What follows belongs to an exercise in optimizing a design on an open flow for small area; a production flow would make more cautious choices.
Only simulation tests tie the RTL to the original design; equivalence was not proved.
Power and IR drop assume default switching activity.

the reference run:
==> flow/design.v (excerpt) <==
module gauss_filter_top
(
  input  logic   clk,
  input  logic   rst,
  input  gauss_pkg::pixel_t pa,
  input  gauss_pkg::pixel_t pb,
  input  gauss_pkg::pixel_t pc,
  input  gauss_pkg::pixel_t pd,
  input  gauss_pkg::pixel_t pe,
  output gauss_pkg::pixel_t p_out
);
Size in the first run: ~780 cells after synthesis, roughly 310 flip-flops, ~50 I/O pins, ~12,000 um2 of cells after synthesis.
clock: 5.0 ns
lec_check: 0
cap_margin: 20
core_margin: 2
core_utilization: 75
cts_buf_list: sky130_fd_sc_hd__clkbuf_8
cts_cluster_diameter: 60
cts_cluster_size: 16
gpl_timing_driven: 0
place_density: 0.9
slew_margin: 20
synth_hierarchical: 1
standard.sh (not shown) runs the stock make flow with config.mk's settings and CLKGATE_MAP_FILE= SYNTH_SCRIPT=/design/flow/synth_recipe.tcl, a recipe that flattens the netlist after the stock synthesis.
==> flow/flow/run.sh <==
#!/bin/bash
cp standard.sh standard_copy.txt
export BUFFER_PORTS_ARGS="-buffer_cell sky130_fd_sc_hd__buf_1"
export CTS_ARGS="-sink_clustering_enable -repair_clock_nets -dont_use_dummy_load -buf_list sky130_fd_sc_hd__clkbuf_8 -sink_clustering_size 16 -sink_clustering_max_diameter 60"
bash standard.sh finish > standard_flow.log 2>&1
The inputs of the trial run differ from those of the reference run as listed below.
Settings: changing PLACE_DENSITY from 0.9 to 0.85; changing CORE_UTILIZATION from 75 to 80.
## What came out
Delta (the trial run minus the reference run): first-pass iteration count of the detailed router saw an increase; cell internal power dissipation saw an increase; upper clock frequency limit saw little to no change.
In the tables for the reference run and the trial run, total track usage reads higher with the trial run.
Between the reference run and the trial run, the share of the final layout cell area in multi-input gates does not differ in any meaningful way.
Of the trial run and the reference run, it is the trial run that has the higher highest net fanout along the worst path.
Sum of internal, switching and leakage power went up slightly going from the reference run to the trial run.
Between the reference run and the trial run, the sequential share of layout area does not differ in any meaningful way.
Diff the reference run and the trial run: worst hold slack lower in the reference run
Diff the reference run..the trial run | share of the clock period used by the worst path | negligible
Sort the reference run and the trial run by global routing usage on met3 desc -> top: the reference run

--- another note on this design; it stands on its own ---

==> run a <==
==> flow/design.v (excerpt) <==
module gauss_filter_top
(
  input  logic   clk,
  input  logic   rst,
  input  gauss_pkg::pixel_t pa,
  input  gauss_pkg::pixel_t pb,
  input  gauss_pkg::pixel_t pc,
  input  gauss_pkg::pixel_t pd,
  input  gauss_pkg::pixel_t pe,
  output gauss_pkg::pixel_t p_out
);
export LEC_CHECK = 0
export CAP_MARGIN = 20
export CORE_MARGIN = 2
export CORE_UTILIZATION = 70
export CTS_BUF_LIST = sky130_fd_sc_hd__clkbuf_8
export CTS_CLUSTER_DIAMETER = 60
export CTS_CLUSTER_SIZE = 16
export GPL_TIMING_DRIVEN = 0
export PLACE_DENSITY = 0.8
export SLEW_MARGIN = 20
export SYNTH_HIERARCHICAL = 1
create_clock -name core_clock -period 5.0 [get_ports {clk}]
standard.sh (not shown) runs the stock make flow with config.mk's settings and CLKGATE_MAP_FILE= SYNTH_SCRIPT=/design/flow/synth_recipe.tcl, a recipe that flattens the netlist after the stock synthesis.
==> flow/flow/run.sh <==
#!/bin/bash
cp standard.sh standard_copy.txt
export BUFFER_PORTS_ARGS="-buffer_cell sky130_fd_sc_hd__buf_1"
export CTS_ARGS="-sink_clustering_enable -repair_clock_nets -dont_use_dummy_load -buf_list sky130_fd_sc_hd__clkbuf_8 -sink_clustering_size 20 -sink_clustering_max_diameter 55"
bash standard.sh finish > standard_flow.log 2>&1
==> inputs of run b, as changes to run a <==
==> flow/flow/run.sh (replaced) <==
#!/bin/bash
cp standard.sh standard_copy.txt
export BUFFER_PORTS_ARGS="-buffer_cell sky130_fd_sc_hd__buf_1"
export CTS_ARGS="-sink_clustering_enable -repair_clock_nets -dont_use_dummy_load -buf_list sky130_fd_sc_hd__clkbuf_8 -sink_clustering_size 16 -sink_clustering_max_diameter 60"
bash standard.sh finish > standard_flow.log 2>&1
ABC_AREA = 1   (was unset)
==> inputs of run c, as changes to run a <==
==> flow/flow/run.sh (replaced) <==
#!/bin/bash
cp standard.sh standard_copy.txt
export BUFFER_PORTS_ARGS="-buffer_cell sky130_fd_sc_hd__buf_1"
export CTS_ARGS="-sink_clustering_enable -repair_clock_nets -dont_use_dummy_load -buf_list sky130_fd_sc_hd__clkbuf_8 -sink_clustering_size 18 -sink_clustering_max_diameter 50"
bash standard.sh finish > standard_flow.log 2>&1
==> comparison table <==
item	run b	run a	run c
Final setup slack of the worst path	0.2068 ns	0.1903 ns	0.1811 ns
Cells after Synth	916	765	765
Portion of netlist area occupied by mux cells	0%	0.08225%	0.08225%
Maximum operating frequency	208.6 MHz	207.9 MHz	207.5 MHz
DRC violation total after the first TritonRoute iteration	177	232	159
Compound-cell area share of the yosys netlist	0.1191%	0.1131%	0.1131%
Worst clock skew on the final layout	0.06438 ns	0.04743 ns	0.03769 ns
Routed vias/inst	4.839	5.052	5.036
Result of the run	no timing/DRC/antenna violations	no timing/DRC/antenna violations	no timing/DRC/antenna violations
Proportion of final cell area spent on non-clock buffers	1.917%	1.804%	1.799%
Global routing usage summed across all routing layers	21.56%	23.37%	23.65%
Met3 wire length	529 um	685 um	612 um
Arithmetic-cell share of the synthesized area counting full adders, half adders and majority gates	37.55%	39.90%	39.90%
Crit path arrival time	5.23 ns	5.22 ns	5.21 ns
Cell row count	49	48	48
Number of clock buffers inserted by TritonCTS	24	22	25

==> separate check: timing with driven ports <==
How much do the figures lean on ideal ports? The routed layouts below were timed once more, with nothing changed but the port constraints.
Step 1 (the two cells are an assumption about what drives the block):
set clk [get_ports {clk}]
set_driving_cell -lib_cell sky130_fd_sc_hd__clkbuf_16 $clk
set_driving_cell -lib_cell sky130_fd_sc_hd__buf_2 [delete_from_list [all_inputs] $clk]
Step 2 adds t to the input delays and takes it off the output delays; t is the mean of the earliest and latest rising clock arrival at the registers after step 1. Input paths then give back, and output paths get back, about the clock's delay inside the block.
a / b / c = ideal ports / drivers / drivers and shift; a / b = the first two.
run | shift t [ns] | setup slack, ns | worst register clock-pin slew, ns
the reference run | 0.562 | 0.123 / 0.123 / 0.068 | 0.11 / 0.11
the trial run | 0.548 | 0.130 / 0.130 / 0.073 | 0.11 / 0.11
run a | 0.546 | 0.190 / 0.190 / -0.337 | 0.11 / 0.11
run b | 0.550 | 0.207 / 0.207 / -0.234 | 0.10 / 0.10
run c | 0.575 | 0.181 / 0.181 / -0.320 | 0.10 / 0.10
With both steps, setup timing fails in run a, run b and run c, where it was met with ideal ports. The setup slack of run a, which loses most, moves by 0.000 ns with the drivers and by -0.527 ns with both steps.
